Source: an optimization exercise on an open RTL-to-GDS flow (aim: small area). Production flows keep margins and buffers that such runs may drop.
The RTL was checked by simulation tests, not by an equivalence proof against the original design.
Power and IR drop assume default switching activity.

==> design/flow/design.v <==
`default_nettype none
package game_pkg;
  localparam logic [2:0] START     = 3'd0;
  localparam logic [2:0] CLEAR     = 3'd1;
  localparam logic [2:0] PLAY      = 3'd2;
  localparam logic [2:0] GAME_OVER = 3'd3;
  localparam logic [2:0] WIN       = 3'd4;
  localparam logic [7:0] SCREEN_W = 8'd160;
  localparam logic [6:0] SCREEN_H = 7'd120;
  localparam logic [7:0] SHIP_W   = 8'd16;
  localparam logic [6:0] SHIP_H   = 7'd10;
  localparam logic [7:0] ENEMY_W  = 8'd16;
  localparam logic [6:0] ENEMY_H  = 7'd10;
  localparam logic [7:0] BULLET_W = 8'd4;
  localparam logic [6:0] BULLET_H = 7'd1;
  localparam logic [7:0] ENEMY_START_X = 8'd140;   
  localparam logic [7:0] BULLET_DX     = 8'd16;    
  localparam logic [6:0] BULLET_DY     = 7'd4;
  localparam logic [2:0] COL_BLACK  = 3'b000;
  localparam logic [2:0] COL_SHIP   = 3'b010;
  localparam logic [2:0] COL_ENEMY  = 3'b100;
  localparam logic [2:0] COL_BULLET = 3'b110;
  localparam logic [2:0] COL_LOSE   = 3'b101;
  localparam logic [2:0] COL_WIN    = 3'b011;
  localparam logic [6:0] LFSR_SEED = 7'h3f;   
endpackage
`default_nettype wire
`timescale 1ns/1ps
`default_nettype none
import game_pkg::*;
module shooter_top #(
  parameter int TICK_DIV   = 64,
  parameter int FIFO_DEPTH = 16
) (
  input  logic        CLOCK_50,
  input  logic        rst_n,
  input  logic        btn_left,
  input  logic        btn_right,
  input  logic        btn_up,
  input  logic        btn_down,
  input  logic        fire,
  input  logic        restart,
  input  logic        plot_ready,
  output logic        plot_valid,
  output logic [7:0]  plot_x,
  output logic [6:0]  plot_y,
  output logic [2:0]  plot_color,
  output logic [2:0]  game_state
);
  localparam int TW = (TICK_DIV > 1) ? $clog2(TICK_DIV) : 1;
  localparam int AW = (FIFO_DEPTH > 1) ? $clog2(FIFO_DEPTH) : 1;
  localparam logic [AW:0] FULL_CNT = (AW+1)'(FIFO_DEPTH);
  localparam logic [1:0] T_FILL = 2'd0;
  localparam logic [1:0] T_SHIP = 2'd1;
  localparam logic [1:0] T_ENEMY = 2'd2;
  localparam logic [1:0] T_BUL  = 2'd3;
  logic [TW-1:0] tick_cnt;
  logic          tick;
  logic          frame_go;
  logic [6:0]    lfsr;
  logic [6:0]    pending;
  logic [6:0]    first_box;
  logic          end_drawn;    
  logic [7:0]    ship_x, enemy_x, bul_x;
  logic [6:0]    ship_y, enemy_y, bul_y;
  logic          bul_act;
  logic [7:0]    cur_ship_x, cur_enemy_x;    
  logic [6:0]    cur_ship_y, cur_enemy_y;
  logic          cur_bul_act;
  logic          bul_new;
  logic [7:0]    beff_x;       
  logic [6:0]    beff_y;
  logic          mv_l, mv_r, mv_u, mv_d;   
  logic [7:0]    nxt_ship_x, nxt_enemy_x, nxt_bul_x;
  logic [6:0]    nxt_ship_y, nxt_bul_y;
  logic          nxt_bul_act;
  logic [6:0]    spawn_y;
  logic          hit_lose, hit_win, draw_en;
  logic          inc_x, dec_x, inc_y, dec_y;
  logic          fresh;        
  logic          launch;
  logic [8:0]    dsx;
  logic [7:0]    dsy;
  logic          mx, my;       
  logic          play_go;
  assign tick     = (tick_cnt == TW'(TICK_DIV - 1));
  assign frame_go = tick && (pending == '0);
  assign play_go  = frame_go && (game_state == PLAY);
  always_comb
  begin
    logic seen;
    seen = 1'b0;
    for (int i = 0; i < 7; i++)
    begin
      first_box[i] = pending[i] && !seen;
      seen = seen || pending[i];
    end
  end
  assign spawn_y  = (lfsr <= SCREEN_H - ENEMY_H) ? lfsr : lfsr - 7'd32;
  assign end_drawn   = (kq0[3:2] == T_FILL);
  assign cur_ship_x  = fresh ? '0 : ship_x;
  assign cur_ship_y  = fresh ? '0 : ship_y;
  assign cur_enemy_x = fresh ? ENEMY_START_X : enemy_x;
  assign cur_enemy_y = fresh ? spawn_y : enemy_y;
  assign cur_bul_act = !fresh && bul_act;
  assign inc_x = btn_right && (btn_left ? (cur_ship_x == '0) : (cur_ship_x < SCREEN_W - SHIP_W));
  assign dec_x = btn_left && (btn_right ? (cur_ship_x > SCREEN_W - SHIP_W) : (cur_ship_x != '0));
  assign inc_y = btn_up && !btn_down && (cur_ship_y < SCREEN_H - SHIP_H);
  assign dec_y = btn_down && (btn_up ? (cur_ship_y >= SCREEN_H - SHIP_H) : (cur_ship_y != '0));
  assign beff_x = bul_new ? ship_x + BULLET_DX : bul_x;
  assign beff_y = bul_new ? ship_y + BULLET_DY : bul_y;
  always_comb
  begin
    nxt_ship_x  = cur_ship_x + {{7{dec_x}}, dec_x || inc_x};
    nxt_ship_y  = cur_ship_y + {{6{dec_y}}, dec_y || inc_y};
    nxt_enemy_x = cur_enemy_x - 8'd1;
    nxt_bul_x   = beff_x;
    nxt_bul_y   = beff_y;
    nxt_bul_act = cur_bul_act;
    if (cur_bul_act)
    begin
      nxt_bul_x = beff_x + 8'd1;
      if ((beff_x >= SCREEN_W - BULLET_W - 8'd1) && (beff_x != 8'd255))
        nxt_bul_act = 1'b0;
    end
    launch = fire && !nxt_bul_act;
    if (launch)
    begin
      nxt_bul_x   = nxt_ship_x + BULLET_DX;
      nxt_bul_y   = nxt_ship_y + BULLET_DY;
      nxt_bul_act = 1'b1;
    end
    dsx = {1'b0, tick ? nxt_ship_x : beff_x} - {1'b0, cur_enemy_x};
    dsy = {1'b0, tick ? nxt_ship_y : beff_y} - {1'b0, cur_enemy_y};
    hit_lose = ((dsx < 9'd15) || (dsx >= 9'd496)) && ((dsy < 8'd10) || (dsy > 8'd246)) ||
               (cur_enemy_x == 8'd1);
    hit_win  = nxt_bul_act && (launch ? (dsx >= 9'd492) && (dsx <= 9'd510) &&
                                        ((dsy >= 8'd252) || (dsy <= 8'd5))
                                      : mx && my);
    draw_en  = !hit_lose && !hit_win;
  end
  logic          busy;        
  logic [3:0]    kq0, kq1, kq2;    
  logic [3:0]    req_kind;
  logic          accept, push, pop, load;
  logic [AW:0]   count;
  always_comb
  begin
    if (first_box[0])
      req_kind = {T_FILL, (game_state == WIN) ? 2'd2 : (game_state == GAME_OVER) ? 2'd1 : 2'd0};
    else if (first_box[1] || first_box[4])
      req_kind = {T_SHIP, first_box[4], first_box[4]};
    else if (first_box[2] || first_box[5])
      req_kind = {T_ENEMY, first_box[5], first_box[5]};
    else
      req_kind = {T_BUL, first_box[6], first_box[6]};
  end
  function automatic logic row_end(logic [1:0] t, logic [7:0] c);
    case (t)
      T_FILL:  row_end = (c == SCREEN_W - 8'd1);
      T_BUL:   row_end = (c == BULLET_W - 8'd1);
      default: row_end = (c == SHIP_W - 8'd1);
    endcase
  endfunction
  function automatic logic box_end(logic [1:0] t, logic [6:0] r);
    case (t)
      T_FILL:  box_end = (r == SCREEN_H - 7'd1);
      T_BUL:   box_end = (r == BULLET_H - 7'd1);
      default: box_end = (r == SHIP_H - 7'd1);
    endcase
  endfunction
  assign accept = (pending != '0) && !busy;
  assign push   = busy && (count != FULL_CNT);
  assign load   = !plot_valid || plot_ready;
  assign pop    = load && (count != '0);
  always_ff @(posedge CLOCK_50)
  begin
    if (accept)
    begin
      kq0 <= req_kind;
      kq1 <= kq0;
    end
    else if (play_go)
    begin
      if (kq0[3:2] != T_FILL) kq0[0] <= 1'b0;
      if (kq1[3:2] != T_FILL) kq1[0] <= 1'b0;
    end
  end
  logic [1:0]    ob;           
  logic          oend;         
  logic [3:0]    ok;           
  logic [3:0]    nk;           
  logic [3:0]    sk;           
  logic          o_row_end, o_pre_end;
  logic [7:0]    sx0;          
  logic [6:0]    sy0;
  logic          ers_sh, kx_neg, kx_pos, ky_neg, ky_pos;
  logic [3:0]    rc4;          
  logic [3:0]    rr4;
  logic          on_screen;
  assign kq2 = {T_ENEMY, kq1[1:0]};
  always_comb
  begin
    case (ob)
      2'd1:    ok = kq0;
      2'd2:    ok = kq1;
      default: ok = kq2;
    endcase
    nk = (ob == 2'd3) ? kq1 : kq0;
    sk = oend ? nk : ok;
  end
  assign ers_sh = (sk[3:2] == T_SHIP) && !sk[0];
  assign kx_neg = ers_sh && mv_r || (sk[3:2] == T_BUL) && !sk[0] && !bul_new;
  assign kx_pos = ers_sh && mv_l || (sk[3:2] == T_ENEMY) && !sk[0];
  assign ky_neg = ers_sh && mv_u;
  assign ky_pos = ers_sh && mv_d;
  always_comb
  begin
    case (sk[3:2])
      T_FILL:  begin sx0 = '0;      sy0 = '0;      end
      T_SHIP:  begin sx0 = ship_x;  sy0 = ship_y;  end
      T_ENEMY: begin sx0 = enemy_x; sy0 = enemy_y; end
      default: begin sx0 = sk[0] ? beff_x : bul_x; sy0 = sk[0] ? beff_y : bul_y; end
    endcase
    sx0 = sx0 + {{7{kx_neg}}, kx_neg || kx_pos};
    sy0 = sy0 + {{6{ky_neg}}, ky_neg || ky_pos};
    if (ok[3:2] == T_FILL)
      plot_color = (ok[1:0] == 2'd2) ? COL_WIN : (ok[1:0] == 2'd1) ? COL_LOSE : COL_BLACK;
    else if (!ok[1])
      plot_color = COL_BLACK;
    else if (ok[3:2] == T_SHIP)
      plot_color = COL_SHIP;
    else if (ok[3:2] == T_ENEMY)
      plot_color = COL_ENEMY;
    else
      plot_color = COL_BULLET;
  end
  assign rc4 = plot_x[3:0] - sx0[3:0];
  assign rr4 = plot_y[3:0] - sy0[3:0];
  always_comb
  begin
    case (ok[3:2])
      T_FILL:
      begin
        o_row_end = (plot_x == SCREEN_W - 8'd1);
        o_pre_end = (plot_x == SCREEN_W - 8'd2) && (plot_y == SCREEN_H - 7'd1);
      end
      T_BUL:
      begin
        o_row_end = (rc4[1:0] == 2'd3);
        o_pre_end = (rc4[1:0] == 2'd2);
      end
      default:
      begin
        o_row_end = (rc4 == 4'd15);
        o_pre_end = (rc4 == 4'd14) && (rr4 == 4'(SHIP_H - 7'd1));
      end
    endcase
  end
  logic          o_near;
  logic [4:0]    o_rem;
  always_comb
  begin
    o_near = 1'b0;
    o_rem  = '0;
    if (oend)
      o_near = 1'b1;
    else
      case (ok[3:2])
        T_FILL:
          if ((plot_y == SCREEN_H - 7'd1) && (plot_x >= SCREEN_W - 8'd17))
          begin
            o_near = 1'b1;
            o_rem  = ~plot_x[4:0];   
          end
        T_BUL:
        begin
          o_near = 1'b1;
          o_rem  = {3'd0, ~rc4[1:0]};
        end
        default:
          if (rr4 == 4'(SHIP_H - 7'd1))
          begin
            o_near = 1'b1;
            o_rem  = {1'b0, ~rc4};
          end
          else if ((rr4 == 4'(SHIP_H - 7'd2)) && (rc4 == 4'd15))
          begin
            o_near = 1'b1;
            o_rem  = 5'd16;
          end
      endcase
    if (ob == 2'd1)
      busy = !o_near || (o_rem > count);
    else if ((ob == 2'd2) && (kq0[3:2] == T_BUL))
      busy = !o_near || ({1'b0, o_rem} + 6'd4 > {1'b0, count});
    else
      busy = 1'b1;
  end
  always_comb
  begin
    if (oend)
      on_screen = (sx0 < SCREEN_W) && (sy0 < SCREEN_H);
    else if (o_row_end)
      on_screen = (sx0 < SCREEN_W) && ((plot_y < SCREEN_H - 7'd1) || (plot_y == 7'd127));
    else
      on_screen = ((plot_x < SCREEN_W - 8'd1) || (plot_x == 8'd255)) && (plot_y < SCREEN_H);
  end
  always_ff @(posedge CLOCK_50 or negedge rst_n)
  begin
    if (!rst_n)
    begin
      count <= '0;
      ob    <= 2'd1;
      oend  <= 1'b1;   
    end
    else
    begin
      if (push && !pop)
        count <= count + 1'b1;
      else if (pop && !push)
        count <= count - 1'b1;
      ob <= ob + 2'(accept) - 2'(pop && oend);
      if (pop)
        oend <= !oend && !o_row_end && o_pre_end;
    end
  end
  always_ff @(posedge CLOCK_50)
  begin
    if (pop)
    begin
      if (oend || o_row_end)
        plot_x <= sx0;
      else
        plot_x <= plot_x + 8'd1;
      if (oend)
        plot_y <= sy0;
      else if (o_row_end)
        plot_y <= plot_y + 7'd1;
    end
  end
  always_ff @(posedge CLOCK_50 or negedge rst_n)
  begin
    if (!rst_n)
      plot_valid <= 1'b0;
    else if (load)
      plot_valid <= (count != '0) && on_screen;
  end
  always_ff @(posedge CLOCK_50 or negedge rst_n)
  begin
    if (!rst_n)
    begin
      tick_cnt   <= '0;
      lfsr       <= LFSR_SEED;
      pending    <= '0;
      game_state <= START;
    end
    else
    begin
      tick_cnt <= tick ? '0 : tick_cnt + 1'b1;
      if (tick && game_state == START)
        lfsr <= {lfsr[5:0], lfsr[4] ^ lfsr[1]};
      if (accept)
        pending <= pending & ~first_box;
      if (frame_go)
      begin
        case (game_state)
          START:
            if (btn_left || btn_right || btn_up || btn_down)
              game_state <= CLEAR;
          CLEAR:
          begin
            pending    <= 7'b0000001;   
            game_state <= PLAY;
          end
          PLAY:
          begin
            pending <= {draw_en && nxt_bul_act, draw_en, draw_en, cur_bul_act, 2'b11, 1'b0};
            if (hit_lose)
              game_state <= GAME_OVER;
            else if (hit_win)
              game_state <= WIN;
          end
          GAME_OVER, WIN:
            if (!end_drawn)
              pending <= 7'b0000001;   
            else if (restart)
              game_state <= START;
          default:
            game_state <= START;
        endcase
      end
    end
  end
  always_ff @(posedge CLOCK_50)
  begin
    if (!tick)
    begin
      mx <= (dsx <= 9'd13) || (dsx >= 9'd507);
      my <= (dsy <= 8'd9);
    end
  end
  always_ff @(posedge CLOCK_50)
  begin
    if (frame_go && (game_state == CLEAR))
      fresh <= 1'b1;
    else if (play_go)
      fresh <= 1'b0;
    if (play_go)
    begin
      ship_x      <= nxt_ship_x;
      ship_y      <= nxt_ship_y;
      enemy_x     <= nxt_enemy_x;
      enemy_y     <= cur_enemy_y;
      bul_new     <= launch;
      bul_x       <= launch ? beff_x : nxt_bul_x;
      bul_y       <= beff_y;
      bul_act     <= nxt_bul_act;
      mv_l        <= dec_x;
      mv_r        <= inc_x;
      mv_u        <= inc_y;
      mv_d        <= dec_y;
    end
  end
endmodule
`default_nettype wire
==> design/flow/flow/run.sh <==
#!/bin/bash
# Standard layout with four changes:
#  - synthesis maps with an area-oriented ABC script (flow/abc_area.script, used
#    through ABC_AREA=1 from a copy of the ORFS scripts folder; all other scripts
#    are ORFS's own);
#  - adders are left to ABC instead of being mapped to half/full adder cells
#    beforehand (ADDER_MAP_FILE empty);
#  - the smallest buffer on each port;
#  - clock tree synthesis without dummy loads.
# Registers are mapped before ABC runs, so they are those of the standard synthesis.
set -euo pipefail
here=$(pwd)
rm -rf "$here/orfs_scripts"
cp -r "$FLOW_HOME/scripts" "$here/orfs_scripts"
cp "$here/flow/abc_area.script" "$here/orfs_scripts/abc_area.script"
export SCRIPTS_DIR="$here/orfs_scripts"
export ADDER_MAP_FILE=
export BUFFER_PORTS_ARGS="-inputs -outputs -buffer_cell sky130_fd_sc_hd__buf_1"
export CTS_ARGS="-sink_clustering_enable -repair_clock_nets -buf_list sky130_fd_sc_hd__clkbuf_8 -dont_use_dummy_load"
bash standard.sh > standard_flow.log 2>&1
==> design/flow/flow/abc_area.script <==
strash
&get -n
&st
&deepsyn -J 20
&st
&dc2
&syn2
&dch -f
&nf -a -R 1000
&st
&dc2
&syn2
&dch -f
&nf -a -R 1000
&st
&dc2
&syn2
&dch -f
&nf -a -R 1000
&st
&deepsyn -J 20
&put
dch -f
amap
topo
==> design/flow/standard.sh <==
#!/bin/bash
# synth_recipe.tcl (not shown) runs the flow's synth.tcl, then flattens the netlist and writes it again
# the make line also repeats each setting of config.mk as NAME=value (left out here)
make -C /OpenROAD-flow-scripts/flow DESIGN_CONFIG=/design/flow/config.mk WORK_HOME=/design/flow/orfs CLKGATE_MAP_FILE= SYNTH_SCRIPT=/design/flow/synth_recipe.tcl "${@:-finish}"
==> design/flow/config.mk <==
export PLATFORM = sky130hd
export DESIGN_NAME = shooter_top
export DESIGN_NICKNAME = shooter_top
export VERILOG_FILES = /design/flow/design.v
export SDC_FILE = /design/flow/constraint.sdc
export NUM_CORES = 4
export LEC_CHECK = 0
export ABC_AREA = 1
export CAP_MARGIN = 20
export CORE_MARGIN = 2
export CORE_UTILIZATION = 60
export PLACE_DENSITY = 0.7
export SLEW_MARGIN = 20
==> design/flow/constraint.sdc <==
create_clock -name core_clock -period 10.0 [get_ports {CLOCK_50}]
set_input_delay 2.0000 -clock core_clock [delete_from_list [all_inputs] [get_ports {CLOCK_50}]]
set_output_delay 2.0000 -clock core_clock [all_outputs]
set_load 0.01 [all_outputs]
==> results by group <==
Setup path
  • CP startpoint kind: flip-flop
  • Slowest Stage Delay on Critical Path: about 0.69 ns
  • Worst Path Arrival: 7.50 ns
  • Worst-path fanout max: 14
  • CP Capture Type: flip-flop
  • CP max stage cell: dfstp_2
  • Required time of the critical path: 10.26 ns
  • R2R Setup Slk: approximately 2.8 ns
  • CP Class: flip-flop to flip-flop
  • Most used cell along the critical path: o21ai_0

STA
  • Unrepaired setup endpoints after global routing: false
  • Minimum clock period: 7.244 ns
  • Final setup vio count: 0
  • Final Max Tran Viols: 0
  • Worst-Margin Slew: around 1 ns
  • Relative slew slack: 33.53%
  • Final hold viol count: 0
  • Final period utilization: 72.44%
  • Highest clock rate: between 0.1 and 0.15 GHz
  • Worst Skew: around 0.041 ns
  • Setup TNS: 0 ns

Drt
  • Post-Route WL: 18.51 mm
  • Via count: ~6800
  • # DRC: 0
  • ANT nets after route: 0
  • First-iteration detailed-routing DRC count: ~830
  • Via density: between 6 and 7
  • First-pass detailed-route iteration total: 5
  • Wirelength per Cell: roughly 17 um

Clock tree
  • Root buf cell: clkbuf_8
  • Hold_buf cts: 0
  • Post-CTS Setup Repair Bufs: 0
  • CTS Buf Count: 9
  • TritonCTS clock tree: yes
  • Clock transition at path regs: 0.07 ns
  • Worst-Skew Late Latency: roughly 0.41 ns
  • Clk buf depth: 2
  • Clock sink count: roughly 110
  • Cts repair resizes: 0
  • H-tree Lvls: 3

Yosys
  • Main flop type after synthesis: edfxtp_1
  • Mean post-synth cell area: 7.810 sq um
  • Top-area cell type share of the netlist area: ~33%
  • Top cells by count, synth: nor2_1, clkinv_1, nand2_1
  • Distinct cells, synth: 49
  • Synthesized instance count: around 890
  • Yosys warnings: 1
  • Post-Synthesis Net Count: ~900
  • Register area share after synthesis: between 40% and 50%
  • Top-count cell post-synth: nor2_1
  • Synth area leader: edfxtp_1
  • EDFF count, synth: between 70 and 80
  • Largest cells by area after synthesis: edfxtp_1, nor2_1, dfrtp_1
  • Post-synth design cell area: roughly 7000 sq um
  • Async set or reset register ratio after synthesis: between 20% and 30%
  • Count of state elements after synthesis: roughly 110

GRT
  • Vias in the first global route: about 6400
  • Total track usage: between 30% and 40%
  • Initial antenna violation count: 0
  • Largest net degree at the start of global routing: 55
  • GRT overflow: 0
  • Global-route wire length before repair: 30.60 mm

Pwr
  • Seq pwr share: 35.5%
  • Clk pwr share: about an eighth
  • Leakage power total: 0.002606 uW
  • Net Switching: ~860 uW
  • Switch share: 46.59%
  • IR drop worst, VDD: 165.0 uV
  • Pint: 986.8 uW
  • Combinational share of power: between 50 and 60%
  • Cell Pwr Density: ~250 nW/um^2

Final layout
  • Fraction of layout cells with a size suffix above 1: approximately 2.6%
  • Area of the multi-input gates: 3371 sq um
  • Nets: 948
  • # diodes: 0
  • Area Growth Syn to Fin: 6.584%
  • Layout Cells excl Fill: between 1000 and 1500
  • Register area: ~3100 sq um
  • Number of fill cells in the layout: ~1000

Flow run
  • Max_cap viols: 0

Placement
  • RePlAce Congestion: about 0.96
  • Port-buffer cells: 30
  • DP HPWL: 14.14 mm
  • Inst Count DP: 1071

Floorplan
  • Full die area: 12500 sq um
  • Chip Height: about 110 um
  • Rows: 39
  • Initial Utilization: about three fifths
  • Die width: 111.8 um
  • Ports: 31
  • Core box area: between 10000 and 15000 sq um

Outcome
  • Status: complete, no violations

Hold path
  • Hold Path Class: flip-flop to flip-flop
## sequential cells by signal (all words and copies together), names as in the netlist, 7 cells and up
register and count:
lfsr 7, plot_x 8, bul_x 8, enemy_x 8, plot_y 7, enemy_y 7, pending 7, bul_y 7
ship_x 8, ship_y 7
## layer usage
metal | up-vias | global-route usage (%) | part of all wire (%)
met5 | - | 0 | 0
met4 | 0 | 12.67 | 3.7
met3 | 48 | 5.117 | 7.2
met2 | 288 | 48.73 | 46
met1 | 3121 | 41.77 | 43
li1 | 3349 | - | -
## cell type report
cell class | count | share of cell area, %
clock buffers | 9 | 1.666
well taps | 143 | 2.407
multi-input cells | 652 | 45.35
repair buffers | 35 | 2.037
inverters | 132 | 6.666
flip-flops and latches | 109 | 41.88
## path summary, 6_finish.rpt
check                      cells past startpoint          to    from
min in group asynchronous                      1  pending[1]   rst_n
max in group asynchronous                      1       ob[1]   rst_n
min                                            0      kq1[1]  kq0[1]
max reg2reg                                   32    count[3]    oend
max                                           32    count[3]    oend
min reg2reg                                    0      kq1[1]  kq0[1]
## critical path: cells and delay by family, from the launching register on
kind	cells	cell delay [ns]
AO/OA/AOI/OAI	14	3.51
buffers and inverters	6	1.24
AND/OR/NAND/NOR	12	1.68
flip-flops	1	0.69
## cells by family (layout without fill, tap and decap cells)
group / Yosys count / in the layout / synth area share [%]
compound gates: 309 / 309 / 27.40
buf+inv: 132 / 176 / 7.104
flops: 109 / 109 / 44.64
simple gates: 343 / 343 / 20.86
## placed cells by master, fill, tap and decap left out, drive strengths merged, types with 2 or more instances in the layout
cell / synthesis / routed
a211o: 2 / 2
a211oi: 3 / 3
a21o: 3 / 3
a21oi: 61 / 61
a221oi: 4 / 4
a22oi: 5 / 5
a31oi: 11 / 11
and2: 4 / 4
and3: 6 / 6
buf: 0 / 34
clkbuf: 0 / 10
clkinv: 132 / 132
dfrtp: 24 / 24
dfstp: 8 / 8
edfxtp: 76 / 76
nand2: 91 / 91
nand3: 20 / 20
nand3b: 2 / 2
nand4: 4 / 4
nor2: 170 / 170
nor2b: 6 / 6
nor3: 21 / 21
nor4: 5 / 5
o211ai: 3 / 3
o21a: 18 / 18
o21ai: 86 / 86
o221a: 2 / 2
o221ai: 3 / 3
o22a: 8 / 8
o22ai: 72 / 72
o31ai: 4 / 4
o32ai: 10 / 10
o41ai: 4 / 4
or2: 7 / 7
or3: 2 / 2
## per-stage QoR
stage | hold slack (ns) | power [uW] | setup WS [ns] | util [%] | area (sq um)
after floorplan | 0.4275 | 1349 | 3.331 | - | 6974
after global placement | 0.4439 | 1597 | 2.910 | 64.29 | 7310
after CTS | 0.4933 | 1843 | 2.838 | 65.38 | 7433
after global routing | 0.5094 | 1997 | 1.868 | 65.38 | 7433
after detailed placement | 0.4768 | 1624 | 2.749 | 64.29 | 7310
final | 0.4894 | 1848 | 2.756 | 65.38 | 7433
## power by group through the flow
stage / registers (uW) / logic, uW / clock network, uW
detailed placement: 664 / 960 / 0
global placement: 660 / 937 / 0
CTS: 655 / 964 / 224
floorplan: 662 / 687 / 0
global route: 666 / 1090 / 236
finish: 656 / 972 / 219

==> static timing again, ports no longer ideal <==
In the flow no input, the clock included, has a driving cell. The finished layout below was timed again as built, in two steps.
Step 1, drivers: a clkbuf_16 drives CLOCK_50 and a buf_2 each remaining input, both assumed.
Step 2 times the ports against the registers' clock, not the clock port: input delays grow and output delays shrink by t, the midpoint of the rising clock arrivals with the driver on.
Slacks: ideal / step 1 / step 2; pairs: ideal / step 1.
t (ns): 0.423
slack for setup (ns): 2.756 / 2.756 / 2.538
hold WS [ns]: 0.489 / 0.489 / 0.489
slew at the worst register clock pin (ns): 0.12 / 0.12
pins driven straight from the clock port: 1
After both steps setup and hold are still met in this run. For this run, drivers alone change the setup slack by 0.000 ns; drivers and shift together by -0.218 ns.
